This design comes from an exercise in tuning for small area on the open sky130 flow, not from production work. Function was not checked in any run shown here: the RTL went through the layout flow alone.

**flow/constraint.sdc**
```tcl
create_clock -name core_clock -period 10.0 [get_ports {clk}]
set_input_delay 2.0000 -clock core_clock [delete_from_list [all_inputs] [get_ports {clk}]]
set_output_delay 2.0000 -clock core_clock [all_outputs]
set_load 0.01 [all_outputs]
```
**flow/config.mk**
```make
export PLATFORM = sky130hd
export DESIGN_NAME = neural_network
export DESIGN_NICKNAME = neural_network
export VERILOG_FILES = /design/flow/design.v
export SDC_FILE = /design/flow/constraint.sdc
export NUM_CORES = 4
export LEC_CHECK = 0
export CAP_MARGIN = 0
export CORE_MARGIN = 2
export CORE_UTILIZATION = 40
export CTS_BUF_LIST = sky130_fd_sc_hd__clkbuf_8
export CTS_CLUSTER_DIAMETER = 60
export CTS_CLUSTER_SIZE = 16
export SLEW_MARGIN = 0
export SYNTH_HIERARCHICAL = 1
```
**flow/flow/run.sh**
```bash
#!/bin/bash
# Standard ORFS flow (the standard.sh) with two layout options:
#  - port buffers of the smallest buffer cell
#  - CTS without dummy loads
set -euo pipefail
bash standard.sh \
  "BUFFER_PORTS_ARGS=-buffer_cell sky130_fd_sc_hd__buf_1" \
  "CTS_ARGS=-sink_clustering_enable -repair_clock_nets -sink_clustering_size 16 -sink_clustering_max_diameter 60 -buf_list sky130_fd_sc_hd__clkbuf_8 -dont_use_dummy_load" \
  finish > standard.log 2>&1
```
**flow/standard.sh**
```bash
#!/bin/bash
# synth_recipe.tcl (not shown) runs the flow's synth.tcl, then flattens the netlist and writes it again
# the make line also repeats each setting of config.mk as NAME=value (left out here)
make -C /OpenROAD-flow-scripts/flow DESIGN_CONFIG=/design/flow/config.mk WORK_HOME=/design/flow/orfs CLKGATE_MAP_FILE= SYNTH_SCRIPT=/design/flow/synth_recipe.tcl "${@:-finish}"
```
**flow/design.v**
```verilog
package nn_pkg;
    localparam int N_NEURONS = 4;
    localparam int N_INPUTS  = 4;
    localparam int DW        = 8;
    localparam int P_PER_NEURON = N_INPUTS + 2;
    localparam int P_BYTES      = N_NEURONS * P_PER_NEURON;
    typedef enum logic [1:0] {
        LOAD_X  = 2'd0,
        LOAD_P  = 2'd1,
        COMPUTE = 2'd2,
        DONE    = 2'd3
    } state_t;
endpackage
module nn_fa (
    input  logic a,
    input  logic b,
    input  logic c,
    output logic s,
    output logic co
);
    assign s  = a ^ b ^ c;
    assign co = (a & b) | (c & (a ^ b));
endmodule
module nn_mo3 (
    input  logic a,
    input  logic b,
    input  logic c,
    output logic m,
    output logic o
);
    assign m = (a & b) | (a & c) | (b & c);
    assign o = a | b | c;
endmodule
module nn_ha (
    input  logic a,
    input  logic b,
    output logic s,
    output logic co
);
    assign s  = a ^ b;
    assign co = a & b;
endmodule
module nn_neuron (
    input  logic [31:0] xn_flat,
    input  logic [31:0] wn_flat,
    input  logic [7:0]  b,
    input  logic [7:0]  thn,
    output logic        fire
);
    logic [31:0] x_flat, w_flat;
    assign x_flat = ~xn_flat;
    assign w_flat = ~wn_flat;
    logic [3:0] hi;
    generate
        for (genvar gi = 0; gi < 4; gi++) begin : g_hi
            logic [7:1] wsuf;
            assign wsuf[7] = w_flat[gi*8+7];
            for (genvar k = 6; k >= 1; k--) begin : g_suf
                assign wsuf[k] = wsuf[k+1] | w_flat[gi*8+k];
            end
            assign hi[gi] = (x_flat[gi*8+1] & wsuf[7]) | (x_flat[gi*8+2] & wsuf[6])
                          | (x_flat[gi*8+3] & wsuf[5]) | (x_flat[gi*8+4] & wsuf[4])
                          | (x_flat[gi*8+5] & wsuf[3]) | (x_flat[gi*8+6] & wsuf[2])
                          | (x_flat[gi*8+7] & wsuf[1]);
        end
    endgenerate
    logic pp1, pp2, pp3, pp4, pp5, pp6, pp7, pp8, pp9, pp10, pp11, pp12;
    logic pp13, pp14, pp15, pp16, pp17, pp18, pp19, pp20, pp21, pp22, pp23, pp24;
    logic pp25, pp26, pp27, pp28, pp29, pp30, pp31, pp32, pp33, pp34, pp35, pp36;
    logic pp37, pp38, pp39, pp40, pp41, pp42, pp43, pp44, pp45, pp46, pp47, pp48;
    logic pp49, pp50, pp51, pp52, pp53, pp54, pp55, pp56, pp57, pp58, pp59, pp60;
    logic pp61, pp62, pp63, pp64, pp65, pp66, pp67, pp68, pp69, pp70, pp71, pp72;
    logic pp73, pp74, pp75, pp76, pp77, pp78, pp79, pp80, pp81, pp82, pp83, pp84;
    logic pp85, pp86, pp87, pp88, pp89, pp90, pp91, pp92, pp93, pp94, pp95, pp96;
    logic pp97, pp98, pp99, pp100, pp101, pp102, pp103, pp104, pp105, pp106, pp107, pp108;
    logic pp109, pp110, pp111, pp112, pp113, pp114, pp115, pp116, pp117, pp118, pp119, pp120;
    logic pp121, pp122, pp123, pp124, pp125, pp126, pp127, pp128, pp129, pp130, pp131, pp132;
    logic pp133, pp134, pp135, pp136, pp137, pp138, pp139, pp140, pp141, pp142, pp143, pp144;
    logic c146, s145, c148, s147, c150, c152, s151, c154, s153, c156, s155, c158;
    logic s157, c160, s159, c162, c164, s163, c166, s165, c168, s167, c170, s169;
    logic c172, s171, c174, s173, c176, s175, c178, s177, c180, s179, c182, c184;
    logic s183, c186, s185, c188, s187, c190, s189, c192, s191, c194, s193, c196;
    logic s195, c198, s197, c200, s199, c202, s201, c204, s203, c206, s205, c208;
    logic s207, c210, c212, s211, c214, s213, c216, s215, c218, s217, c220, s219;
    logic c222, s221, c224, s223, c226, s225, c228, s227, c230, s229, c232, s231;
    logic c234, s233, c236, s235, c238, s237, c240, s239, c242, s241, c244, s243;
    logic c246, c248, s247, c250, s249, c252, s251, c254, s253, c256, s255, c258;
    logic s257, c260, s259, c262, s261, c264, s263, c266, s265, c268, s267, c270;
    logic s269, c272, s271, c274, s273, c276, s275, c278, s277, c280, s279, c282;
    logic s281, c284, s283, c286, s285, c288, s287, c290, c292, s291, c294, s293;
    logic c296, s295, c298, s297, c300, s299, c302, s301, c304, s303, c306, s305;
    logic c308, s307, c310, s309, c312, s311, c314, s313, c316, s315, c318, s317;
    logic c320, s319, c322, s321, c324, s323, c326, s325, c328, s327, c330, s329;
    logic c332, s331, c334, s333, c336, s335, c338, s337, c340, s339, c342, o343;
    logic m344, o345, m346, o347, m348, o349, m350, o351, m352, o353, m354, o355;
    logic m356, o357, m358, o359, m360, o361, m362, o363, m364, o365, m366, o367;
    logic m368, o369, m370, o371, m372, o373, m374, o375, m376, o377, m378, o379;
    logic m380, o381, m382, o383, m384, o385, m386, o387, m388, o389, m390, o391;
    logic m392, o393, m394, o395, m396, o397, m398, o399, m400, o401, m402;
    assign pp1 = ~(xn_flat[0] | wn_flat[0]);
    assign pp2 = ~(xn_flat[1] | wn_flat[0]);
    assign pp3 = ~(xn_flat[2] | wn_flat[0]);
    assign pp4 = ~(xn_flat[3] | wn_flat[0]);
    assign pp5 = ~(xn_flat[4] | wn_flat[0]);
    assign pp6 = ~(xn_flat[5] | wn_flat[0]);
    assign pp7 = ~(xn_flat[6] | wn_flat[0]);
    assign pp8 = ~(xn_flat[7] | wn_flat[0]);
    assign pp9 = ~(xn_flat[0] | wn_flat[1]);
    assign pp10 = ~(xn_flat[1] | wn_flat[1]);
    assign pp11 = ~(xn_flat[2] | wn_flat[1]);
    assign pp12 = ~(xn_flat[3] | wn_flat[1]);
    assign pp13 = ~(xn_flat[4] | wn_flat[1]);
    assign pp14 = ~(xn_flat[5] | wn_flat[1]);
    assign pp15 = ~(xn_flat[6] | wn_flat[1]);
    assign pp16 = ~(xn_flat[0] | wn_flat[2]);
    assign pp17 = ~(xn_flat[1] | wn_flat[2]);
    assign pp18 = ~(xn_flat[2] | wn_flat[2]);
    assign pp19 = ~(xn_flat[3] | wn_flat[2]);
    assign pp20 = ~(xn_flat[4] | wn_flat[2]);
    assign pp21 = ~(xn_flat[5] | wn_flat[2]);
    assign pp22 = ~(xn_flat[0] | wn_flat[3]);
    assign pp23 = ~(xn_flat[1] | wn_flat[3]);
    assign pp24 = ~(xn_flat[2] | wn_flat[3]);
    assign pp25 = ~(xn_flat[3] | wn_flat[3]);
    assign pp26 = ~(xn_flat[4] | wn_flat[3]);
    assign pp27 = ~(xn_flat[0] | wn_flat[4]);
    assign pp28 = ~(xn_flat[1] | wn_flat[4]);
    assign pp29 = ~(xn_flat[2] | wn_flat[4]);
    assign pp30 = ~(xn_flat[3] | wn_flat[4]);
    assign pp31 = ~(xn_flat[0] | wn_flat[5]);
    assign pp32 = ~(xn_flat[1] | wn_flat[5]);
    assign pp33 = ~(xn_flat[2] | wn_flat[5]);
    assign pp34 = ~(xn_flat[0] | wn_flat[6]);
    assign pp35 = ~(xn_flat[1] | wn_flat[6]);
    assign pp36 = ~(xn_flat[0] | wn_flat[7]);
    assign pp37 = ~(xn_flat[8] | wn_flat[8]);
    assign pp38 = ~(xn_flat[9] | wn_flat[8]);
    assign pp39 = ~(xn_flat[10] | wn_flat[8]);
    assign pp40 = ~(xn_flat[11] | wn_flat[8]);
    assign pp41 = ~(xn_flat[12] | wn_flat[8]);
    assign pp42 = ~(xn_flat[13] | wn_flat[8]);
    assign pp43 = ~(xn_flat[14] | wn_flat[8]);
    assign pp44 = ~(xn_flat[15] | wn_flat[8]);
    assign pp45 = ~(xn_flat[8] | wn_flat[9]);
    assign pp46 = ~(xn_flat[9] | wn_flat[9]);
    assign pp47 = ~(xn_flat[10] | wn_flat[9]);
    assign pp48 = ~(xn_flat[11] | wn_flat[9]);
    assign pp49 = ~(xn_flat[12] | wn_flat[9]);
    assign pp50 = ~(xn_flat[13] | wn_flat[9]);
    assign pp51 = ~(xn_flat[14] | wn_flat[9]);
    assign pp52 = ~(xn_flat[8] | wn_flat[10]);
    assign pp53 = ~(xn_flat[9] | wn_flat[10]);
    assign pp54 = ~(xn_flat[10] | wn_flat[10]);
    assign pp55 = ~(xn_flat[11] | wn_flat[10]);
    assign pp56 = ~(xn_flat[12] | wn_flat[10]);
    assign pp57 = ~(xn_flat[13] | wn_flat[10]);
    assign pp58 = ~(xn_flat[8] | wn_flat[11]);
    assign pp59 = ~(xn_flat[9] | wn_flat[11]);
    assign pp60 = ~(xn_flat[10] | wn_flat[11]);
    assign pp61 = ~(xn_flat[11] | wn_flat[11]);
    assign pp62 = ~(xn_flat[12] | wn_flat[11]);
    assign pp63 = ~(xn_flat[8] | wn_flat[12]);
    assign pp64 = ~(xn_flat[9] | wn_flat[12]);
    assign pp65 = ~(xn_flat[10] | wn_flat[12]);
    assign pp66 = ~(xn_flat[11] | wn_flat[12]);
    assign pp67 = ~(xn_flat[8] | wn_flat[13]);
    assign pp68 = ~(xn_flat[9] | wn_flat[13]);
    assign pp69 = ~(xn_flat[10] | wn_flat[13]);
    assign pp70 = ~(xn_flat[8] | wn_flat[14]);
    assign pp71 = ~(xn_flat[9] | wn_flat[14]);
    assign pp72 = ~(xn_flat[8] | wn_flat[15]);
    assign pp73 = ~(xn_flat[16] | wn_flat[16]);
    assign pp74 = ~(xn_flat[17] | wn_flat[16]);
    assign pp75 = ~(xn_flat[18] | wn_flat[16]);
    assign pp76 = ~(xn_flat[19] | wn_flat[16]);
    assign pp77 = ~(xn_flat[20] | wn_flat[16]);
    assign pp78 = ~(xn_flat[21] | wn_flat[16]);
    assign pp79 = ~(xn_flat[22] | wn_flat[16]);
    assign pp80 = ~(xn_flat[23] | wn_flat[16]);
    assign pp81 = ~(xn_flat[16] | wn_flat[17]);
    assign pp82 = ~(xn_flat[17] | wn_flat[17]);
    assign pp83 = ~(xn_flat[18] | wn_flat[17]);
    assign pp84 = ~(xn_flat[19] | wn_flat[17]);
    assign pp85 = ~(xn_flat[20] | wn_flat[17]);
    assign pp86 = ~(xn_flat[21] | wn_flat[17]);
    assign pp87 = ~(xn_flat[22] | wn_flat[17]);
    assign pp88 = ~(xn_flat[16] | wn_flat[18]);
    assign pp89 = ~(xn_flat[17] | wn_flat[18]);
    assign pp90 = ~(xn_flat[18] | wn_flat[18]);
    assign pp91 = ~(xn_flat[19] | wn_flat[18]);
    assign pp92 = ~(xn_flat[20] | wn_flat[18]);
    assign pp93 = ~(xn_flat[21] | wn_flat[18]);
    assign pp94 = ~(xn_flat[16] | wn_flat[19]);
    assign pp95 = ~(xn_flat[17] | wn_flat[19]);
    assign pp96 = ~(xn_flat[18] | wn_flat[19]);
    assign pp97 = ~(xn_flat[19] | wn_flat[19]);
    assign pp98 = ~(xn_flat[20] | wn_flat[19]);
    assign pp99 = ~(xn_flat[16] | wn_flat[20]);
    assign pp100 = ~(xn_flat[17] | wn_flat[20]);
    assign pp101 = ~(xn_flat[18] | wn_flat[20]);
    assign pp102 = ~(xn_flat[19] | wn_flat[20]);
    assign pp103 = ~(xn_flat[16] | wn_flat[21]);
    assign pp104 = ~(xn_flat[17] | wn_flat[21]);
    assign pp105 = ~(xn_flat[18] | wn_flat[21]);
    assign pp106 = ~(xn_flat[16] | wn_flat[22]);
    assign pp107 = ~(xn_flat[17] | wn_flat[22]);
    assign pp108 = ~(xn_flat[16] | wn_flat[23]);
    assign pp109 = ~(xn_flat[24] | wn_flat[24]);
    assign pp110 = ~(xn_flat[25] | wn_flat[24]);
    assign pp111 = ~(xn_flat[26] | wn_flat[24]);
    assign pp112 = ~(xn_flat[27] | wn_flat[24]);
    assign pp113 = ~(xn_flat[28] | wn_flat[24]);
    assign pp114 = ~(xn_flat[29] | wn_flat[24]);
    assign pp115 = ~(xn_flat[30] | wn_flat[24]);
    assign pp116 = ~(xn_flat[31] | wn_flat[24]);
    assign pp117 = ~(xn_flat[24] | wn_flat[25]);
    assign pp118 = ~(xn_flat[25] | wn_flat[25]);
    assign pp119 = ~(xn_flat[26] | wn_flat[25]);
    assign pp120 = ~(xn_flat[27] | wn_flat[25]);
    assign pp121 = ~(xn_flat[28] | wn_flat[25]);
    assign pp122 = ~(xn_flat[29] | wn_flat[25]);
    assign pp123 = ~(xn_flat[30] | wn_flat[25]);
    assign pp124 = ~(xn_flat[24] | wn_flat[26]);
    assign pp125 = ~(xn_flat[25] | wn_flat[26]);
    assign pp126 = ~(xn_flat[26] | wn_flat[26]);
    assign pp127 = ~(xn_flat[27] | wn_flat[26]);
    assign pp128 = ~(xn_flat[28] | wn_flat[26]);
    assign pp129 = ~(xn_flat[29] | wn_flat[26]);
    assign pp130 = ~(xn_flat[24] | wn_flat[27]);
    assign pp131 = ~(xn_flat[25] | wn_flat[27]);
    assign pp132 = ~(xn_flat[26] | wn_flat[27]);
    assign pp133 = ~(xn_flat[27] | wn_flat[27]);
    assign pp134 = ~(xn_flat[28] | wn_flat[27]);
    assign pp135 = ~(xn_flat[24] | wn_flat[28]);
    assign pp136 = ~(xn_flat[25] | wn_flat[28]);
    assign pp137 = ~(xn_flat[26] | wn_flat[28]);
    assign pp138 = ~(xn_flat[27] | wn_flat[28]);
    assign pp139 = ~(xn_flat[24] | wn_flat[29]);
    assign pp140 = ~(xn_flat[25] | wn_flat[29]);
    assign pp141 = ~(xn_flat[26] | wn_flat[29]);
    assign pp142 = ~(xn_flat[24] | wn_flat[30]);
    assign pp143 = ~(xn_flat[25] | wn_flat[30]);
    assign pp144 = ~(xn_flat[24] | wn_flat[31]);
    nn_fa u_s145 (.a(pp1), .b(pp37), .c(pp73), .s(s145), .co(c146));
    nn_fa u_s147 (.a(pp109), .b(b[0]), .c(thn[0]), .s(s147), .co(c148));
    assign c150 = s145 & s147;
    nn_fa u_s151 (.a(pp2), .b(pp9), .c(pp38), .s(s151), .co(c152));
    nn_fa u_s153 (.a(pp45), .b(pp74), .c(pp81), .s(s153), .co(c154));
    nn_fa u_s155 (.a(pp110), .b(pp117), .c(b[1]), .s(s155), .co(c156));
    nn_fa u_s157 (.a(thn[1]), .b(c146), .c(c148), .s(s157), .co(c158));
    nn_fa u_s159 (.a(s151), .b(s153), .c(s155), .s(s159), .co(c160));
    assign c162 = (c150 & s157) | (c150 & s159) | (s157 & s159);
    nn_fa u_s163 (.a(pp3), .b(pp10), .c(pp16), .s(s163), .co(c164));
    nn_fa u_s165 (.a(pp39), .b(pp46), .c(pp52), .s(s165), .co(c166));
    nn_fa u_s167 (.a(pp75), .b(pp82), .c(pp88), .s(s167), .co(c168));
    nn_fa u_s169 (.a(pp111), .b(pp118), .c(pp124), .s(s169), .co(c170));
    nn_fa u_s171 (.a(b[2]), .b(thn[2]), .c(c152), .s(s171), .co(c172));
    nn_fa u_s173 (.a(c154), .b(c156), .c(s163), .s(s173), .co(c174));
    nn_fa u_s175 (.a(s165), .b(s167), .c(s169), .s(s175), .co(c176));
    nn_fa u_s177 (.a(c158), .b(c160), .c(s171), .s(s177), .co(c178));
    nn_fa u_s179 (.a(s173), .b(s175), .c(c162), .s(s179), .co(c180));
    assign c182 = s177 & s179;
    nn_fa u_s183 (.a(pp4), .b(pp11), .c(pp17), .s(s183), .co(c184));
    nn_fa u_s185 (.a(pp22), .b(pp40), .c(pp47), .s(s185), .co(c186));
    nn_fa u_s187 (.a(pp53), .b(pp58), .c(pp76), .s(s187), .co(c188));
    nn_fa u_s189 (.a(pp83), .b(pp89), .c(pp94), .s(s189), .co(c190));
    nn_fa u_s191 (.a(pp112), .b(pp119), .c(pp125), .s(s191), .co(c192));
    nn_fa u_s193 (.a(pp130), .b(b[3]), .c(thn[3]), .s(s193), .co(c194));
    nn_fa u_s195 (.a(c164), .b(c166), .c(c168), .s(s195), .co(c196));
    nn_fa u_s197 (.a(c170), .b(s183), .c(s185), .s(s197), .co(c198));
    nn_fa u_s199 (.a(s187), .b(s189), .c(s191), .s(s199), .co(c200));
    nn_fa u_s201 (.a(s193), .b(c172), .c(c174), .s(s201), .co(c202));
    nn_fa u_s203 (.a(c176), .b(s195), .c(s197), .s(s203), .co(c204));
    nn_fa u_s205 (.a(s199), .b(c178), .c(s201), .s(s205), .co(c206));
    nn_fa u_s207 (.a(s203), .b(c180), .c(s205), .s(s207), .co(c208));
    assign c210 = c182 & s207;
    nn_fa u_s211 (.a(pp5), .b(pp12), .c(pp18), .s(s211), .co(c212));
    nn_fa u_s213 (.a(pp23), .b(pp27), .c(pp41), .s(s213), .co(c214));
    nn_fa u_s215 (.a(pp48), .b(pp54), .c(pp59), .s(s215), .co(c216));
    nn_fa u_s217 (.a(pp63), .b(pp77), .c(pp84), .s(s217), .co(c218));
    nn_fa u_s219 (.a(pp90), .b(pp95), .c(pp99), .s(s219), .co(c220));
    nn_fa u_s221 (.a(pp113), .b(pp120), .c(pp126), .s(s221), .co(c222));
    nn_fa u_s223 (.a(pp131), .b(pp135), .c(b[4]), .s(s223), .co(c224));
    nn_fa u_s225 (.a(thn[4]), .b(c184), .c(c186), .s(s225), .co(c226));
    nn_fa u_s227 (.a(c188), .b(c190), .c(c192), .s(s227), .co(c228));
    nn_fa u_s229 (.a(c194), .b(s211), .c(s213), .s(s229), .co(c230));
    nn_fa u_s231 (.a(s215), .b(s217), .c(s219), .s(s231), .co(c232));
    nn_fa u_s233 (.a(s221), .b(s223), .c(c196), .s(s233), .co(c234));
    nn_fa u_s235 (.a(c198), .b(c200), .c(s225), .s(s235), .co(c236));
    nn_fa u_s237 (.a(s227), .b(s229), .c(s231), .s(s237), .co(c238));
    nn_fa u_s239 (.a(c202), .b(c204), .c(s233), .s(s239), .co(c240));
    nn_fa u_s241 (.a(s235), .b(s237), .c(c206), .s(s241), .co(c242));
    nn_fa u_s243 (.a(s239), .b(c208), .c(s241), .s(s243), .co(c244));
    assign c246 = c210 & s243;
    nn_fa u_s247 (.a(pp6), .b(pp13), .c(pp19), .s(s247), .co(c248));
    nn_fa u_s249 (.a(pp24), .b(pp28), .c(pp31), .s(s249), .co(c250));
    nn_fa u_s251 (.a(pp42), .b(pp49), .c(pp55), .s(s251), .co(c252));
    nn_fa u_s253 (.a(pp60), .b(pp64), .c(pp67), .s(s253), .co(c254));
    nn_fa u_s255 (.a(pp78), .b(pp85), .c(pp91), .s(s255), .co(c256));
    nn_fa u_s257 (.a(pp96), .b(pp100), .c(pp103), .s(s257), .co(c258));
    nn_fa u_s259 (.a(pp114), .b(pp121), .c(pp127), .s(s259), .co(c260));
    nn_fa u_s261 (.a(pp132), .b(pp136), .c(pp139), .s(s261), .co(c262));
    nn_fa u_s263 (.a(b[5]), .b(thn[5]), .c(c212), .s(s263), .co(c264));
    nn_fa u_s265 (.a(c214), .b(c216), .c(c218), .s(s265), .co(c266));
    nn_fa u_s267 (.a(c220), .b(c222), .c(c224), .s(s267), .co(c268));
    nn_fa u_s269 (.a(s247), .b(s249), .c(s251), .s(s269), .co(c270));
    nn_fa u_s271 (.a(s253), .b(s255), .c(s257), .s(s271), .co(c272));
    nn_fa u_s273 (.a(s259), .b(s261), .c(c226), .s(s273), .co(c274));
    nn_fa u_s275 (.a(c228), .b(c230), .c(c232), .s(s275), .co(c276));
    nn_fa u_s277 (.a(s263), .b(s265), .c(s267), .s(s277), .co(c278));
    nn_fa u_s279 (.a(s269), .b(s271), .c(c234), .s(s279), .co(c280));
    nn_fa u_s281 (.a(c236), .b(c238), .c(s273), .s(s281), .co(c282));
    nn_fa u_s283 (.a(s275), .b(s277), .c(c240), .s(s283), .co(c284));
    nn_fa u_s285 (.a(s279), .b(s281), .c(c242), .s(s285), .co(c286));
    nn_fa u_s287 (.a(s283), .b(c244), .c(s285), .s(s287), .co(c288));
    assign c290 = c246 & s287;
    nn_fa u_s291 (.a(pp7), .b(pp14), .c(pp20), .s(s291), .co(c292));
    nn_fa u_s293 (.a(pp25), .b(pp29), .c(pp32), .s(s293), .co(c294));
    nn_fa u_s295 (.a(pp34), .b(pp43), .c(pp50), .s(s295), .co(c296));
    nn_fa u_s297 (.a(pp56), .b(pp61), .c(pp65), .s(s297), .co(c298));
    nn_fa u_s299 (.a(pp68), .b(pp70), .c(pp79), .s(s299), .co(c300));
    nn_fa u_s301 (.a(pp86), .b(pp92), .c(pp97), .s(s301), .co(c302));
    nn_fa u_s303 (.a(pp101), .b(pp104), .c(pp106), .s(s303), .co(c304));
    nn_fa u_s305 (.a(pp115), .b(pp122), .c(pp128), .s(s305), .co(c306));
    nn_fa u_s307 (.a(pp133), .b(pp137), .c(pp140), .s(s307), .co(c308));
    nn_fa u_s309 (.a(pp142), .b(b[6]), .c(thn[6]), .s(s309), .co(c310));
    nn_fa u_s311 (.a(c248), .b(c250), .c(c252), .s(s311), .co(c312));
    nn_fa u_s313 (.a(c254), .b(c256), .c(c258), .s(s313), .co(c314));
    nn_fa u_s315 (.a(c260), .b(c262), .c(s291), .s(s315), .co(c316));
    nn_fa u_s317 (.a(s293), .b(s295), .c(s297), .s(s317), .co(c318));
    nn_fa u_s319 (.a(s299), .b(s301), .c(s303), .s(s319), .co(c320));
    nn_fa u_s321 (.a(s305), .b(s307), .c(s309), .s(s321), .co(c322));
    nn_fa u_s323 (.a(c264), .b(c266), .c(c268), .s(s323), .co(c324));
    nn_fa u_s325 (.a(c270), .b(c272), .c(s311), .s(s325), .co(c326));
    nn_fa u_s327 (.a(s313), .b(s315), .c(s317), .s(s327), .co(c328));
    nn_fa u_s329 (.a(s319), .b(s321), .c(c274), .s(s329), .co(c330));
    nn_fa u_s331 (.a(c276), .b(c278), .c(s323), .s(s331), .co(c332));
    nn_fa u_s333 (.a(s325), .b(s327), .c(c280), .s(s333), .co(c334));
    nn_fa u_s335 (.a(c282), .b(s329), .c(s331), .s(s335), .co(c336));
    nn_fa u_s337 (.a(c284), .b(s333), .c(s335), .s(s337), .co(c338));
    nn_fa u_s339 (.a(c286), .b(s337), .c(c288), .s(s339), .co(c340));
    assign c342 = c290 & s339;
    nn_mo3 u_m344 (.a(pp8), .b(pp15), .c(pp21), .m(m344), .o(o343));
    nn_mo3 u_m346 (.a(pp26), .b(pp30), .c(pp33), .m(m346), .o(o345));
    nn_mo3 u_m348 (.a(pp35), .b(pp36), .c(pp44), .m(m348), .o(o347));
    nn_mo3 u_m350 (.a(pp51), .b(pp57), .c(pp62), .m(m350), .o(o349));
    nn_mo3 u_m352 (.a(pp66), .b(pp69), .c(pp71), .m(m352), .o(o351));
    nn_mo3 u_m354 (.a(pp72), .b(pp80), .c(pp87), .m(m354), .o(o353));
    nn_mo3 u_m356 (.a(pp93), .b(pp98), .c(pp102), .m(m356), .o(o355));
    nn_mo3 u_m358 (.a(pp105), .b(pp107), .c(pp108), .m(m358), .o(o357));
    nn_mo3 u_m360 (.a(pp116), .b(pp123), .c(pp129), .m(m360), .o(o359));
    nn_mo3 u_m362 (.a(pp134), .b(pp138), .c(pp141), .m(m362), .o(o361));
    nn_mo3 u_m364 (.a(pp143), .b(pp144), .c(b[7]), .m(m364), .o(o363));
    nn_mo3 u_m366 (.a(thn[7]), .b(c292), .c(c294), .m(m366), .o(o365));
    nn_mo3 u_m368 (.a(c296), .b(c298), .c(c300), .m(m368), .o(o367));
    nn_mo3 u_m370 (.a(c302), .b(c304), .c(c306), .m(m370), .o(o369));
    nn_mo3 u_m372 (.a(c308), .b(c310), .c(o343), .m(m372), .o(o371));
    nn_mo3 u_m374 (.a(o345), .b(o347), .c(o349), .m(m374), .o(o373));
    nn_mo3 u_m376 (.a(o351), .b(o353), .c(o355), .m(m376), .o(o375));
    nn_mo3 u_m378 (.a(o357), .b(o359), .c(o361), .m(m378), .o(o377));
    nn_mo3 u_m380 (.a(o363), .b(c312), .c(c314), .m(m380), .o(o379));
    nn_mo3 u_m382 (.a(c316), .b(c318), .c(c320), .m(m382), .o(o381));
    nn_mo3 u_m384 (.a(c322), .b(o365), .c(o367), .m(m384), .o(o383));
    nn_mo3 u_m386 (.a(o369), .b(o371), .c(o373), .m(m386), .o(o385));
    nn_mo3 u_m388 (.a(o375), .b(o377), .c(c324), .m(m388), .o(o387));
    nn_mo3 u_m390 (.a(c326), .b(c328), .c(o379), .m(m390), .o(o389));
    nn_mo3 u_m392 (.a(o381), .b(o383), .c(o385), .m(m392), .o(o391));
    nn_mo3 u_m394 (.a(c330), .b(c332), .c(o387), .m(m394), .o(o393));
    nn_mo3 u_m396 (.a(o389), .b(o391), .c(c334), .m(m396), .o(o395));
    nn_mo3 u_m398 (.a(c336), .b(o393), .c(c338), .m(m398), .o(o397));
    nn_mo3 u_m400 (.a(o395), .b(o397), .c(c340), .m(m400), .o(o399));
    assign m402 = c342 & o399;
    assign o401 = c342 | o399;
    assign fire = (|hi) | m344 | m346 | m348 | m350 | m352 | m354 | m356 | m358 | m360 | m362 | m364 | m366 | m368 | m370 | m372 | m374 | m376 | m378 | m380 | m382 | m384 | m386 | m388 | m390 | m392 | m394 | m396 | m398 | m400 | m402;
endmodule
module nn_half (
    input  logic [15:0] xn_flat,
    input  logic [15:0] wn_flat,
    input  logic [7:0]  e1,
    input  logic [7:0]  e2,
    output logic [7:0]  s,
    output logic        ge
);
    logic [15:0] x_flat, w_flat;
    assign x_flat = ~xn_flat;
    assign w_flat = ~wn_flat;
    logic [1:0] hi;
    generate
        for (genvar gi = 0; gi < 2; gi++) begin : g_hi
            logic [7:1] wsuf;
            assign wsuf[7] = w_flat[gi*8+7];
            for (genvar k = 6; k >= 1; k--) begin : g_suf
                assign wsuf[k] = wsuf[k+1] | w_flat[gi*8+k];
            end
            assign hi[gi] = (x_flat[gi*8+1] & wsuf[7]) | (x_flat[gi*8+2] & wsuf[6])
                          | (x_flat[gi*8+3] & wsuf[5]) | (x_flat[gi*8+4] & wsuf[4])
                          | (x_flat[gi*8+5] & wsuf[3]) | (x_flat[gi*8+6] & wsuf[2])
                          | (x_flat[gi*8+7] & wsuf[1]);
        end
    endgenerate
    logic pp1, pp2, pp3, pp4, pp5, pp6, pp7, pp8, pp9, pp10, pp11, pp12;
    logic pp13, pp14, pp15, pp16, pp17, pp18, pp19, pp20, pp21, pp22, pp23, pp24;
    logic pp25, pp26, pp27, pp28, pp29, pp30, pp31, pp32, pp33, pp34, pp35, pp36;
    logic pp37, pp38, pp39, pp40, pp41, pp42, pp43, pp44, pp45, pp46, pp47, pp48;
    logic pp49, pp50, pp51, pp52, pp53, pp54, pp55, pp56, pp57, pp58, pp59, pp60;
    logic pp61, pp62, pp63, pp64, pp65, pp66, pp67, pp68, pp69, pp70, pp71, pp72;
    logic c74, s73, c76, s75, c78, s77, c80, s79, c82, s81, c84, s83;
    logic c86, s85, c88, s87, c90, s89, c92, s91, c94, s93, c96, s95;
    logic c98, s97, c100, s99, c102, s101, c104, s103, c106, s105, c108, s107;
    logic c110, s109, c112, s111, c114, s113, c116, s115, c118, s117, c120, s119;
    logic c122, s121, c124, s123, c126, s125, c128, s127, c130, s129, c132, s131;
    logic c134, s133, c136, s135, c138, s137, c140, s139, c142, s141, c144, s143;
    logic c146, s145, c148, s147, c150, s149, c152, s151, c154, s153, c156, s155;
    logic c158, s157, c160, s159, c162, s161, c164, s163, c166, s165, c168, s167;
    logic c170, s169, c172, s171, c174, s173, c176, s175, c178, s177, c180, s179;
    logic c182, s181, c184, s183, c186, s185, c188, s187, c190, s189, c192, s191;
    logic c194, s193, c196, s195, c198, s197, c200, s199, c202, s201, c204, s203;
    logic c206, s205, c208, s207, c210, s209, c212, s211, c214, s213, c216, s215;
    assign pp1 = ~(xn_flat[0] | wn_flat[0]);
    assign pp2 = ~(xn_flat[1] | wn_flat[0]);
    assign pp3 = ~(xn_flat[2] | wn_flat[0]);
    assign pp4 = ~(xn_flat[3] | wn_flat[0]);
    assign pp5 = ~(xn_flat[4] | wn_flat[0]);
    assign pp6 = ~(xn_flat[5] | wn_flat[0]);
    assign pp7 = ~(xn_flat[6] | wn_flat[0]);
    assign pp8 = ~(xn_flat[7] | wn_flat[0]);
    assign pp9 = ~(xn_flat[0] | wn_flat[1]);
    assign pp10 = ~(xn_flat[1] | wn_flat[1]);
    assign pp11 = ~(xn_flat[2] | wn_flat[1]);
    assign pp12 = ~(xn_flat[3] | wn_flat[1]);
    assign pp13 = ~(xn_flat[4] | wn_flat[1]);
    assign pp14 = ~(xn_flat[5] | wn_flat[1]);
    assign pp15 = ~(xn_flat[6] | wn_flat[1]);
    assign pp16 = ~(xn_flat[0] | wn_flat[2]);
    assign pp17 = ~(xn_flat[1] | wn_flat[2]);
    assign pp18 = ~(xn_flat[2] | wn_flat[2]);
    assign pp19 = ~(xn_flat[3] | wn_flat[2]);
    assign pp20 = ~(xn_flat[4] | wn_flat[2]);
    assign pp21 = ~(xn_flat[5] | wn_flat[2]);
    assign pp22 = ~(xn_flat[0] | wn_flat[3]);
    assign pp23 = ~(xn_flat[1] | wn_flat[3]);
    assign pp24 = ~(xn_flat[2] | wn_flat[3]);
    assign pp25 = ~(xn_flat[3] | wn_flat[3]);
    assign pp26 = ~(xn_flat[4] | wn_flat[3]);
    assign pp27 = ~(xn_flat[0] | wn_flat[4]);
    assign pp28 = ~(xn_flat[1] | wn_flat[4]);
    assign pp29 = ~(xn_flat[2] | wn_flat[4]);
    assign pp30 = ~(xn_flat[3] | wn_flat[4]);
    assign pp31 = ~(xn_flat[0] | wn_flat[5]);
    assign pp32 = ~(xn_flat[1] | wn_flat[5]);
    assign pp33 = ~(xn_flat[2] | wn_flat[5]);
    assign pp34 = ~(xn_flat[0] | wn_flat[6]);
    assign pp35 = ~(xn_flat[1] | wn_flat[6]);
    assign pp36 = ~(xn_flat[0] | wn_flat[7]);
    assign pp37 = ~(xn_flat[8] | wn_flat[8]);
    assign pp38 = ~(xn_flat[9] | wn_flat[8]);
    assign pp39 = ~(xn_flat[10] | wn_flat[8]);
    assign pp40 = ~(xn_flat[11] | wn_flat[8]);
    assign pp41 = ~(xn_flat[12] | wn_flat[8]);
    assign pp42 = ~(xn_flat[13] | wn_flat[8]);
    assign pp43 = ~(xn_flat[14] | wn_flat[8]);
    assign pp44 = ~(xn_flat[15] | wn_flat[8]);
    assign pp45 = ~(xn_flat[8] | wn_flat[9]);
    assign pp46 = ~(xn_flat[9] | wn_flat[9]);
    assign pp47 = ~(xn_flat[10] | wn_flat[9]);
    assign pp48 = ~(xn_flat[11] | wn_flat[9]);
    assign pp49 = ~(xn_flat[12] | wn_flat[9]);
    assign pp50 = ~(xn_flat[13] | wn_flat[9]);
    assign pp51 = ~(xn_flat[14] | wn_flat[9]);
    assign pp52 = ~(xn_flat[8] | wn_flat[10]);
    assign pp53 = ~(xn_flat[9] | wn_flat[10]);
    assign pp54 = ~(xn_flat[10] | wn_flat[10]);
    assign pp55 = ~(xn_flat[11] | wn_flat[10]);
    assign pp56 = ~(xn_flat[12] | wn_flat[10]);
    assign pp57 = ~(xn_flat[13] | wn_flat[10]);
    assign pp58 = ~(xn_flat[8] | wn_flat[11]);
    assign pp59 = ~(xn_flat[9] | wn_flat[11]);
    assign pp60 = ~(xn_flat[10] | wn_flat[11]);
    assign pp61 = ~(xn_flat[11] | wn_flat[11]);
    assign pp62 = ~(xn_flat[12] | wn_flat[11]);
    assign pp63 = ~(xn_flat[8] | wn_flat[12]);
    assign pp64 = ~(xn_flat[9] | wn_flat[12]);
    assign pp65 = ~(xn_flat[10] | wn_flat[12]);
    assign pp66 = ~(xn_flat[11] | wn_flat[12]);
    assign pp67 = ~(xn_flat[8] | wn_flat[13]);
    assign pp68 = ~(xn_flat[9] | wn_flat[13]);
    assign pp69 = ~(xn_flat[10] | wn_flat[13]);
    assign pp70 = ~(xn_flat[8] | wn_flat[14]);
    assign pp71 = ~(xn_flat[9] | wn_flat[14]);
    assign pp72 = ~(xn_flat[8] | wn_flat[15]);
    nn_fa u_s73 (.a(pp1), .b(pp37), .c(e1[0]), .s(s73), .co(c74));
    nn_ha u_s75 (.a(e2[0]), .b(s73), .s(s75), .co(c76));
    nn_fa u_s77 (.a(pp2), .b(pp9), .c(pp38), .s(s77), .co(c78));
    nn_fa u_s79 (.a(pp45), .b(e1[1]), .c(e2[1]), .s(s79), .co(c80));
    nn_fa u_s81 (.a(c74), .b(s77), .c(s79), .s(s81), .co(c82));
    nn_ha u_s83 (.a(c76), .b(s81), .s(s83), .co(c84));
    nn_fa u_s85 (.a(pp3), .b(pp10), .c(pp16), .s(s85), .co(c86));
    nn_fa u_s87 (.a(pp39), .b(pp46), .c(pp52), .s(s87), .co(c88));
    nn_fa u_s89 (.a(e1[2]), .b(e2[2]), .c(c78), .s(s89), .co(c90));
    nn_fa u_s91 (.a(c80), .b(s85), .c(s87), .s(s91), .co(c92));
    nn_fa u_s93 (.a(c82), .b(s89), .c(s91), .s(s93), .co(c94));
    nn_ha u_s95 (.a(c84), .b(s93), .s(s95), .co(c96));
    nn_fa u_s97 (.a(pp4), .b(pp11), .c(pp17), .s(s97), .co(c98));
    nn_fa u_s99 (.a(pp22), .b(pp40), .c(pp47), .s(s99), .co(c100));
    nn_fa u_s101 (.a(pp53), .b(pp58), .c(e1[3]), .s(s101), .co(c102));
    nn_fa u_s103 (.a(e2[3]), .b(c86), .c(c88), .s(s103), .co(c104));
    nn_fa u_s105 (.a(s97), .b(s99), .c(s101), .s(s105), .co(c106));
    nn_fa u_s107 (.a(c90), .b(c92), .c(s103), .s(s107), .co(c108));
    nn_fa u_s109 (.a(s105), .b(c94), .c(s107), .s(s109), .co(c110));
    nn_ha u_s111 (.a(c96), .b(s109), .s(s111), .co(c112));
    nn_fa u_s113 (.a(pp5), .b(pp12), .c(pp18), .s(s113), .co(c114));
    nn_fa u_s115 (.a(pp23), .b(pp27), .c(pp41), .s(s115), .co(c116));
    nn_fa u_s117 (.a(pp48), .b(pp54), .c(pp59), .s(s117), .co(c118));
    nn_fa u_s119 (.a(pp63), .b(e1[4]), .c(e2[4]), .s(s119), .co(c120));
    nn_fa u_s121 (.a(c98), .b(c100), .c(c102), .s(s121), .co(c122));
    nn_fa u_s123 (.a(s113), .b(s115), .c(s117), .s(s123), .co(c124));
    nn_fa u_s125 (.a(s119), .b(c104), .c(c106), .s(s125), .co(c126));
    nn_fa u_s127 (.a(s121), .b(s123), .c(c108), .s(s127), .co(c128));
    nn_fa u_s129 (.a(s125), .b(c110), .c(s127), .s(s129), .co(c130));
    nn_ha u_s131 (.a(c112), .b(s129), .s(s131), .co(c132));
    nn_fa u_s133 (.a(pp6), .b(pp13), .c(pp19), .s(s133), .co(c134));
    nn_fa u_s135 (.a(pp24), .b(pp28), .c(pp31), .s(s135), .co(c136));
    nn_fa u_s137 (.a(pp42), .b(pp49), .c(pp55), .s(s137), .co(c138));
    nn_fa u_s139 (.a(pp60), .b(pp64), .c(pp67), .s(s139), .co(c140));
    nn_fa u_s141 (.a(e1[5]), .b(e2[5]), .c(c114), .s(s141), .co(c142));
    nn_fa u_s143 (.a(c116), .b(c118), .c(c120), .s(s143), .co(c144));
    nn_fa u_s145 (.a(s133), .b(s135), .c(s137), .s(s145), .co(c146));
    nn_fa u_s147 (.a(s139), .b(c122), .c(c124), .s(s147), .co(c148));
    nn_fa u_s149 (.a(s141), .b(s143), .c(s145), .s(s149), .co(c150));
    nn_fa u_s151 (.a(c126), .b(s147), .c(s149), .s(s151), .co(c152));
    nn_fa u_s153 (.a(c128), .b(s151), .c(c130), .s(s153), .co(c154));
    nn_ha u_s155 (.a(c132), .b(s153), .s(s155), .co(c156));
    nn_fa u_s157 (.a(pp7), .b(pp14), .c(pp20), .s(s157), .co(c158));
    nn_fa u_s159 (.a(pp25), .b(pp29), .c(pp32), .s(s159), .co(c160));
    nn_fa u_s161 (.a(pp34), .b(pp43), .c(pp50), .s(s161), .co(c162));
    nn_fa u_s163 (.a(pp56), .b(pp61), .c(pp65), .s(s163), .co(c164));
    nn_fa u_s165 (.a(pp68), .b(pp70), .c(e1[6]), .s(s165), .co(c166));
    nn_fa u_s167 (.a(e2[6]), .b(c134), .c(c136), .s(s167), .co(c168));
    nn_fa u_s169 (.a(c138), .b(c140), .c(s157), .s(s169), .co(c170));
    nn_fa u_s171 (.a(s159), .b(s161), .c(s163), .s(s171), .co(c172));
    nn_fa u_s173 (.a(s165), .b(c142), .c(c144), .s(s173), .co(c174));
    nn_fa u_s175 (.a(c146), .b(s167), .c(s169), .s(s175), .co(c176));
    nn_fa u_s177 (.a(s171), .b(c148), .c(c150), .s(s177), .co(c178));
    nn_fa u_s179 (.a(s173), .b(s175), .c(c152), .s(s179), .co(c180));
    nn_fa u_s181 (.a(s177), .b(s179), .c(c154), .s(s181), .co(c182));
    nn_ha u_s183 (.a(c156), .b(s181), .s(s183), .co(c184));
    nn_fa u_s185 (.a(pp8), .b(pp15), .c(pp21), .s(s185), .co(c186));
    nn_fa u_s187 (.a(pp26), .b(pp30), .c(pp33), .s(s187), .co(c188));
    nn_fa u_s189 (.a(pp35), .b(pp36), .c(pp44), .s(s189), .co(c190));
    nn_fa u_s191 (.a(pp51), .b(pp57), .c(pp62), .s(s191), .co(c192));
    nn_fa u_s193 (.a(pp66), .b(pp69), .c(pp71), .s(s193), .co(c194));
    nn_fa u_s195 (.a(pp72), .b(e1[7]), .c(e2[7]), .s(s195), .co(c196));
    nn_fa u_s197 (.a(c158), .b(c160), .c(c162), .s(s197), .co(c198));
    nn_fa u_s199 (.a(c164), .b(c166), .c(s185), .s(s199), .co(c200));
    nn_fa u_s201 (.a(s187), .b(s189), .c(s191), .s(s201), .co(c202));
    nn_fa u_s203 (.a(s193), .b(s195), .c(c168), .s(s203), .co(c204));
    nn_fa u_s205 (.a(c170), .b(c172), .c(s197), .s(s205), .co(c206));
    nn_fa u_s207 (.a(s199), .b(s201), .c(c174), .s(s207), .co(c208));
    nn_fa u_s209 (.a(c176), .b(s203), .c(s205), .s(s209), .co(c210));
    nn_fa u_s211 (.a(c178), .b(s207), .c(s209), .s(s211), .co(c212));
    nn_fa u_s213 (.a(c180), .b(s211), .c(c182), .s(s213), .co(c214));
    nn_ha u_s215 (.a(c184), .b(s213), .s(s215), .co(c216));
    assign s  = {s215, s183, s155, s131, s111, s95, s83, s75};
    assign ge = (|hi) | c186 | c188 | c190 | c192 | c194 | c196 | c198 | c200 | c202 | c204 | c206 | c208 | c210 | c212 | c214 | c216;
endmodule
module neural_network (
    input  logic        clk,
    input  logic        reset,
    input  logic        changes,
    input  logic [7:0]  data_in,
    output logic [7:0]  network_outputs
);
    nn_pkg::state_t state_reg;
    logic           changes_q_reg;
    logic [31:0]    xn_sr_reg;      
    logic [191:0]   p_sr_reg;
    logic [2:0]     x_cnt_reg;
    logic [4:0]     p_cnt_reg;
    logic           f3_q_reg;
    logic           f1_q_reg;
    logic [8:0]     h_q_reg;
    logic [3:0]     out_reg;
    logic chg_rise, in_p, in_c, shift_x, shift_p;
    assign chg_rise = changes & ~changes_q_reg;
    assign in_p     = (state_reg == nn_pkg::LOAD_P);
    assign in_c     = (state_reg == nn_pkg::COMPUTE);
    assign shift_x  = (state_reg == nn_pkg::LOAD_X) & ~changes;
    assign shift_p  = in_p & ~changes;
    function automatic logic gt_const(input logic [4:0] c, input int k);
        gt_const = 1'b0;
        for (int b = 0; b < 5; b++)
            gt_const = ((k >> b) & 1) ? (c[b] & gt_const) : (c[b] | gt_const);
    endfunction
    logic [23:0] p_ok;
    logic [3:0]  x_ok;
    generate
        for (genvar k = 0; k < 24; k++) begin : g_pok
            assign p_ok[k] = gt_const(p_cnt_reg, k);
        end
        for (genvar k = 0; k < 4; k++) begin : g_xok
            assign x_ok[k] = gt_const({2'b00, x_cnt_reg}, k);
        end
    endgenerate
    function automatic logic [7:0] lane(input int k);
        lane = p_sr_reg[k*8 +: 8];
    endfunction
    logic sa, sb, sc;
    assign sa = in_p & ~changes;
    assign sb = in_p &  changes;
    assign sc = in_c;
    logic [31:0] f_wn;
    logic [7:0]  f_b, f_th;
    logic        f_fire;
    generate
        for (genvar i = 0; i < 4; i++) begin : g_fw
            logic ma, mb, mc;
            assign ma = sa & x_ok[i] & p_ok[17+i];
            assign mb = sb & x_ok[i] & p_ok[6+i];
            assign mc = sc & x_ok[i] & p_ok[12+i];
            assign f_wn[i*8 +: 8] = ~((lane(17+i) & {8{ma}}) | (lane(6+i) & {8{mb}})
                                    | (lane(12+i) & {8{mc}}));
        end
    endgenerate
    assign f_b  = (lane(21) & {8{sa & p_ok[21]}}) | (lane(10) & {8{sb & p_ok[10]}})
                | (lane(16) & {8{sc & p_ok[16]}});
    assign f_th = (lane(22) & {8{sa & p_ok[22]}}) | (lane(11) & {8{sb & p_ok[11]}})
                | (lane(17) & {8{sc & p_ok[17]}});
    nn_neuron u_f (
        .xn_flat (xn_sr_reg),
        .wn_flat (f_wn),
        .b       (f_b),
        .thn     (~f_th),
        .fire   (f_fire)
    );
    logic [15:0] h_xn, h_wn;
    logic [7:0]  h_e1, h_e2, h_s;
    logic        h_ge;
    generate
        for (genvar i = 0; i < 2; i++) begin : g_hw
            logic m0, m1;
            assign m0 = ~in_c & x_ok[i]   & p_ok[i];
            assign m1 =  in_c & x_ok[i+2] & p_ok[i+2];
            assign h_wn[i*8 +: 8] = ~((lane(i) & {8{m0}}) | (lane(i+2) & {8{m1}}));
            assign h_xn[i*8 +: 8] = in_c ? xn_sr_reg[(i+2)*8 +: 8] : xn_sr_reg[i*8 +: 8];
        end
    endgenerate
    assign h_e1 = in_c ? h_q_reg[7:0] : (lane(4) & {8{p_ok[4]}});
    assign h_e2 = in_c ? 8'h00 : ~(lane(5) & {8{p_ok[5]}});
    nn_half u_h (
        .xn_flat (h_xn),
        .wn_flat (h_wn),
        .e1     (h_e1),
        .e2     (h_e2),
        .s      (h_s),
        .ge     (h_ge)
    );
    assign network_outputs = {4'b0000, out_reg};
    always_ff @(posedge clk) begin
        if (shift_x)
            xn_sr_reg <= {xn_sr_reg[23:0], ~data_in};
        if (shift_p) begin
            p_sr_reg <= {p_sr_reg[183:0], data_in};
            f3_q_reg <= f_fire;
        end
        f1_q_reg <= f_fire;
        h_q_reg  <= {h_ge, h_s};
    end
    always_ff @(posedge clk or posedge reset) begin
        if (reset) begin
            state_reg     <= nn_pkg::LOAD_X;
            changes_q_reg <= 1'b0;
            x_cnt_reg     <= '0;
            p_cnt_reg     <= '0;
            out_reg       <= '0;
        end else begin
            changes_q_reg <= changes;
            if (shift_x && x_cnt_reg != 3'd4)
                x_cnt_reg <= x_cnt_reg + 3'd1;
            if (shift_p && p_cnt_reg != 5'd24)
                p_cnt_reg <= p_cnt_reg + 5'd1;
            case (state_reg)
                nn_pkg::LOAD_X:  if (chg_rise) state_reg <= nn_pkg::LOAD_P;
                nn_pkg::LOAD_P:  if (chg_rise) state_reg <= nn_pkg::COMPUTE;
                nn_pkg::COMPUTE: begin
                    out_reg   <= {f3_q_reg, f_fire, f1_q_reg, h_q_reg[8] | h_ge};
                    state_reg <= nn_pkg::DONE;
                end
                default:         if (chg_rise) state_reg <= nn_pkg::LOAD_X;
            endcase
        end
    end
endmodule
```
==> results.txt, run 1 <==
outcome no timing/DRC/antenna violations; post-synth top area share 0.462; CP max FO 8; crit path buf inv count 1; Die Height 192 um; vias 9,055; dpl cells 1,484; delay-heaviest family, CP adder cells; clk sinks 242; drt drc 0; Vias/cell 6.01; Die ar. 36,700 um2; io pins 19; final setup vio count 0; Post-synth EDFFs 217; minimum clock period after layout 8970 ps; Placer Congestion 0.959; largest net degree at the start of global routing 191; Port Buf Inserts 14; RSZ-0062 raised after global routing no; vias in the first global route 9,404; FF-to-FF setup slack 1750 ps; Finished Cell Area 15,100 um2; Row Count 68; Async SR Flop Fraction 0.0620; Avg WL per Cell 26.4 um; ys flop type edfxtp_1; Max Fclk 112 MHz; distinct cell type count after synthesis 63; fill count 3,113; CP endpoint kind flop; Post-Synth XOR/XNOR Area 0.00249; fin crit share 0.897; Starting Density 0.407; max FFs per register 184; Critical Path Max Stage Delay 1100 ps; layout cells sized above 1 0.103; First-pass DRT Iterations 6; post-CTS sizing 0; area leader, netlist edfxtp_1; crit-path most repeated cell fa_1; clk_skew 65.7 ps; setup_tns 0 ps; Clock Latency Late Sink 550 ps; GRT Util Overall 0.224; Yosys reg bits 242; DRT antenna net count 0; Area contributors post-synth edfxtp_1, fa_1, nor2_1; CP Class primary input to flop; Least-Margin Pin Slew 1370 ps; final hold vios 0; min-delay worst type flop to flop; average cell area after synthesis 13.8 um2; synth warn 7; Final Non-Filler Cells 1,506; Post-DP HPWL 29,500 um; Die Span X 192 um; initial antenna violation count 0; final max-slew violation count 0; total CTS buffers 22; Synth Area in Adders 0.259; n_diodes 0; sequential cell area 7090 um2; Compound-Gate Fraction of Synth Area 0.0819; setup bufs post-CTS 0; largest family of logic cells by synthesized area adder cells; area occupied by multi-input gates 6690 um2; first-pass GRT wire length 59,500 um; Worst setup SP type primary input; CTS tree yes; sequential area share after synthesis 0.503; crit-path cells buf_1 -> nand3b_2 -> a211oi_2 -> a222oi_1 -> nor2_1 -> fa_1 -> fa_1 -> fa_1 -> fa_1 -> fa_1 -> fa_1 -> fa_1 -> fa_1 -> maj3_1 -> nor4_1 -> nand4_1 -> a2111oi_2 -> nand4_1 -> mux2_2; Root Driver clkbuf_8; Area growth, synth to finish 7.17%; Worst EP arrival 9390 ps; core area 34,600 um2; final WL 39,800 um; Cell Area, Synth 14,100 um2; # H-tree levels 1; Post-Syn Instances 1,020; 1st-iter DRT viols 1,227; clock-pin slew on the worst setup and hold paths 100 ps; Critical Path RT 10,420 ps; GR Overflow Total 0; Finished Core Util 0.436; mux cell area share after synthesis 0.0183; placed cell area 14,800 um2; # Max-Cap Violations 0; Nets 1,239; CTS Hold Buffers Added 0; maximum clock path buffer count 3; relative slew slack 0.0875; Synth Area in Simple Gates 0.111; Worst path slowest cell a222oi_1
[area by class of cell]
class,count,share of cell area
Sequential cell,242,0.470
Inverter,21,0.00522
Tap cell,455,0.0377
Timing Repair Buffer,54,0.0242
Clock buffer,22,0.0201
Multi-Input combinational cell,712,0.443
[stage by stage]
step	hold WS, ps	worst slack [ps]
finish	437	1030
floorplan	418	1940
global placement	422	780
CTS	442	1150
detailed placement	428	564
global route	450	770
[Yosys cell counts, drive strengths merged, types with 3 or more instances]
master,count
and3,4
nor2,235
mux2,22
buf,27
nor4,12
xnor2,4
a221o,8
clkbuf,21
inv,21
ha,19
nand2b,3
a222oi,40
dfrtp,15
a22o,8
nand4,6
dfxtp,10
nor3b,9
nor2b,5
or3,30
a21oi,28
fa,156
a211oi,5
and4,6
nand2,10
a31oi,7
nand3,6
a22oi,17
maj3,29
o21ai,6
edfxtp,217
nor3,6
[cell usage in the layout, fill, tap and decap left out, types with 6 or more instances in the layout]
cell type | netlist | final
nor4_1 | 11 | 11
a21oi_1 | 26 | 26
or3_1 | 30 | 30
nor3b_1 | 8 | 8
ha_1 | 19 | 18
clkbuf_8 | 0 | 22
buf_1 | 1 | 14
inv_1 | 21 | 21
dfrtp_1 | 15 | 15
and4_1 | 6 | 6
nand4_1 | 6 | 6
nand2_1 | 10 | 10
a222oi_1 | 40 | 40
a22o_1 | 8 | 8
a221o_1 | 8 | 8
dfxtp_1 | 10 | 10
fa_1 | 156 | 156
a22oi_1 | 17 | 17
maj3_1 | 29 | 29
nor2_1 | 233 | 233
mux2_2 | 22 | 22
edfxtp_1 | 217 | 217
buf_4 | 15 | 39
a31oi_1 | 7 | 7
[Yosys stat by module (local to each module, per instance)]
module / copies in the design / flops+latches / cell area, um2 / cells inside
neural_network: 1 / 242 / 8870 / 465
nn_neuron: 1 / 0 / 996 / 219
nn_half: 1 / 0 / 531 / 114
nn_fa: 156 / 0 / 20.0 / 1
nn_mo3: 29 / 0 / 16.3 / 2
nn_ha: 8 / 0 / 12.5 / 1
[cells by family after synthesis]
| group | Yosys count |
|---|---|
| AO/OA/AOI/OAI | 138 |
| XOR/XNOR | 4 |
| adder cells (fa/ha/maj) | 204 |
| buffers and inverters | 69 |
| flip-flops | 242 |
| multiplexers | 23 |
| other | 1 |
| AND/OR/NAND/NOR | 339 |
[path summary, 6_finish.rpt]
| path | from | to | cells after the start |
|---|---|---|---|
| worst max-delay path | changes | out_reg[2] | 19 |
| worst min register to register | p_sr_reg[151] | p_sr_reg[159] | 0 |
| worst min-delay path | p_sr_reg[151] | p_sr_reg[159] | 0 |
| max in group asynchronous | reset | out_reg[1] | 2 |
| min in group asynchronous | reset | x_cnt_reg[2] | 2 |
| worst max register to register | p_cnt_reg[3] | out_reg[0] | 19 |
[worst register-to-register path, cell delays in order (launching register included)]
cell,delay [ps]
dfrtp_1,600
inv_1,270
a311oi_2,890
a22oi_1,560
nor2_1,270
fa_1,480
fa_1,440
fa_1,460
fa_1,440
fa_1,430
fa_1,400
fa_1,390
fa_1,460
ha_1,220
or4_1,400
or3_1,370
or4_1,400
a2111o_1,450
nor2_1,120
a21oi_1,70
[routing by layer]
layer	GRT usage	wire [um]
met5	0	0
met4	0.102	2070
met3	0.0395	3160
met2	0.359	18600
met1	0.298	16000
==> run 2: changes to the inputs <==
==> flow/flow/run.sh (replaced) <==
#!/bin/bash
# Standard ORFS flow (the standard.sh) with a few layout options:
#  - port buffers of the smallest buffer cell
#  - CTS without dummy loads
#  - power recovery (downsizing off the critical paths) after global route
set -euo pipefail
bash standard.sh \
  RECOVER_POWER=100 \
  "BUFFER_PORTS_ARGS=-buffer_cell sky130_fd_sc_hd__buf_1" \
  "CTS_ARGS=-sink_clustering_enable -repair_clock_nets -sink_clustering_size 16 -sink_clustering_max_diameter 60 -buf_list sky130_fd_sc_hd__clkbuf_8 -dont_use_dummy_load" \
  finish > standard.log 2>&1
--- a/flow/config.mk
+++ b/flow/config.mk
@@ -5,11 +5,11 @@
 export SDC_FILE = /design/flow/constraint.sdc
 export NUM_CORES = 4
 export LEC_CHECK = 0
-export CAP_MARGIN = 0
+export CAP_MARGIN = 20
 export CORE_MARGIN = 2
 export CORE_UTILIZATION = 40
 export CTS_BUF_LIST = sky130_fd_sc_hd__clkbuf_8
 export CTS_CLUSTER_DIAMETER = 60
 export CTS_CLUSTER_SIZE = 16
-export SLEW_MARGIN = 0
+export SLEW_MARGIN = 20
 export SYNTH_HIERARCHICAL = 1
==> run 2 against run 1 <==
Clock skew down 3.6 ps. Now fails the layout checks on max-capacitance violations, max-slew violations. Highest routed layer unchanged. Critical path depth up 1. Final cell count up 0.20%. Utilization down 0.090 points. Worst hold slack about the same. Cell area down 0.21%. Global-route usage unchanged.
==> results.txt, run 2 <==
core area 34,600 um2 (unchanged); CP endpoint kind flop; first-pass GRT wire length 59,500 um (unchanged); final WL 39,800 um (+0.12%); ys flop type edfxtp_1; drt drc 0 (unchanged); largest net degree at the start of global routing 191 (unchanged); final hold vios 0 (unchanged); post-CTS sizing 0 (unchanged); 1st-iter DRT viols 1,307 (+6.5%); clk_skew 62.1 ps (-3.64 ps); Clock Latency Late Sink 560 ps (about the same); GRT Util Overall 0.224 (unchanged); Vias/cell 6.06 (+0.83%); final setup vio count 0 (unchanged); fin crit share 0.918 (+0.0217); commonest non-fill, non-tap cell in the layout nor2_1; n_diodes 0 (unchanged); post-synth top area share 0.462 (unchanged); Post-synth EDFFs 217 (unchanged); First-pass DRT Iterations 8 (+2); Yosys reg bits 242 (unchanged); max FFs per register 184 (unchanged); vias in the first global route 9,404 (unchanged); Post-DP HPWL 29,500 um (unchanged); sequential area share after synthesis 0.503 (unchanged); clock-pin slew on the worst setup and hold paths 100 ps (about the same); Starting Density 0.407 (unchanged); pre-CTS WS 564 ps (unchanged); Post-Syn Instances 1,020 (unchanged); synth warn 7 (unchanged); Finished Cell Area 15,100 um2 (-0.21%); Root Driver clkbuf_8; leading cell types in the layout, fill and taps excluded nor2_1, edfxtp_1, fa_1, a222oi_1, buf_4; Finished Core Util 0.435 (-0.000904); reg2reg path depth 20 (+1); FF-to-FF setup slack 1000 ps (-750 ps); Async SR Flop Fraction 0.0620 (unchanged); SO Faults max-capacitance violations, max-slew violations; maximum clock path buffer count 3 (unchanged); Final Non-Filler Cells 1,509 (+0.20%); most common cell in the netlist nor2_1; WHS Endpoint p_sr_reg[159]; hold_sp p_sr_reg[151]; hold path cells 0 (unchanged); average cell area after synthesis 13.8 um2 (unchanged); Max Fclk 109 MHz (-2.4%); GR Overflow Total 0 (unchanged); CTS tree yes; RSZ-0062 raised after global routing no; setup_tns 0 ps (unchanged); Cell Area, Synth 14,100 um2 (unchanged); initial antenna violation count 0 (unchanged); worst r2r dst out_reg[0]; final max-slew violation count 236 (+236); minimum clock period after layout 9180 ps (+217 ps); distinct cell type count after synthesis 63 (unchanged); Worst EP arrival 9610 ps (+220 ps); vias 9,148 (+1.0%); relative slew slack -2.07 (-2.16); R2R Path Start p_cnt_reg[1]; Area contributors post-synth edfxtp_1, fa_1, nor2_1; CP max FO 8 (unchanged); dpl cells 1,484 (unchanged); DRT antenna net count 0 (unchanged); worst setup margin 815 ps (-217 ps); outcome failed layout checks; placed cell area 14,800 um2 (unchanged); Area growth, synth to finish 6.94%; Port Buf Inserts 14 (unchanged); Die Span X 192 um (unchanged); CP Class primary input to flop; Placer Congestion 0.959 (unchanged); CTS Hold Buffers Added 0 (unchanged); min-delay worst type flop to flop; Least-Margin Pin Slew 4610 ps (+3240 ps); area leader, netlist edfxtp_1; layout cells sized above 1 0.0996 (-0.00314); # Max-Cap Violations 3 (+3); total CTS buffers 22 (unchanged); top cells by count, synth nor2_1, edfxtp_1, fa_1, a222oi_1, or3_1; Row Count 68 (unchanged); clk sinks 242 (unchanged); # H-tree levels 1 (unchanged); Nets 1,242 (+0.24%); Die Height 192 um (unchanged); io pins 19 (unchanged); Worst setup SP type primary input; Die ar. 36,700 um2 (unchanged); setup bufs post-CTS 0 (unchanged); Avg WL per Cell 26.4 um (about the same); Critical Path RT 10,420 ps (about the same); Hold Slack 438 ps (+0.397 ps)
run 2: cell count changes in the layout (fill, tap and decap cells not counted), sizes merged:
cell and delta:
clkbuf +5, buf -2
run 2: final cells by class:
type	instances	area (um2)
clock buffer	22	303
fill	3121	19600
inverter	21	78.8
multi-input combinational	712	6660
sequential	242	7090
tap	455	569
timing repair buffer	57	365
run 2: cell families after synthesis:
family                     after synthesis  synth area share
and+or+nand+nor                        339             0.111
DFF                                    242             0.503
adders and majority gates              204             0.259
AOI/OAI and AO/OA                      138            0.0819
buffers and inverters                   69            0.0238
muxes                                   23            0.0183
xor gates and xnor gates                 4           0.00249
other                                    1          0.000266
run 2: routing by layer:
| layer | GRT usage | routed length [um] | up-vias |
|---|---|---|---|
| met3 | 0.0395 | 3340 | 125 |
| met2 | 0.359 | 18600 | 518 |
| met5 | 0 | 0 | - |
| met4 | 0.102 | 2120 | 0 |
| li1 | - | - | 3802 |
| met1 | 0.298 | 15800 | 4703 |
run 2: worst max path at each step:
stage / start / to / slack (ps) / depth (start not counted)
finish: changes / out_reg[2] / 820 / 20
global route: p_cnt_reg[1] / out_reg[0] / 610 / 20
CTS: changes / out_reg[2] / 1150 / 20
detailed placement: changes / out_reg[2] / 560 / 20
global placement: changes / out_reg[2] / 780 / 19
floorplan: changes / out_reg[2] / 1940 / 20
run 2: per-module statistics from Yosys (local to each module, per instance):
| module | area [um2] | times used | cells |
|---|---|---|---|
| nn_half | 531 | 1 | 114 |
| neural_network | 8870 | 1 | 465 |
| nn_ha | 12.5 | 8 | 1 |
| nn_mo3 | 16.3 | 29 | 2 |
| nn_fa | 20.0 | 156 | 1 |
| nn_neuron | 996 | 1 | 219 |
run 2: worst max-delay path, cell delays in order:
cell and delay [ps]:
clkbuf_1 200, nand3b_1 390, nor3_1 1010, a222oi_1 190, buf_4 260, nor2_1 160
fa_1 470, fa_1 470, fa_1 440, fa_1 480, fa_1 410, fa_1 430
fa_1 410, fa_1 390, maj3_1 370, nor4_1 330, nand4_1 170, a2111oi_0 520
nand4_1 210, mux2_2 300

==> separate check: timing with driven ports <==
Ports are ideal in the flow. The routed layouts listed here were re-timed in OpenROAD.
Step 1, drivers: a clkbuf_16 drives clk and a buf_2 each remaining input, both assumed.
Step 2 times the ports against the registers' clock, not the clock port: input delays grow and output delays shrink by t, the midpoint of the rising clock arrivals with the driver on.
Three values: no drivers, after step 1, after step 2; two values: the first two.
run	t (ns)	setup slack, ns	worst register clock-pin slew, ns	worst slew at a driven data input, ns
run 1	0.575	1.032 / 1.055 / 0.480	0.10 / 0.10	0.05
run 2	0.578	0.815 / 0.841 / 0.263	0.10 / 0.10	0.05
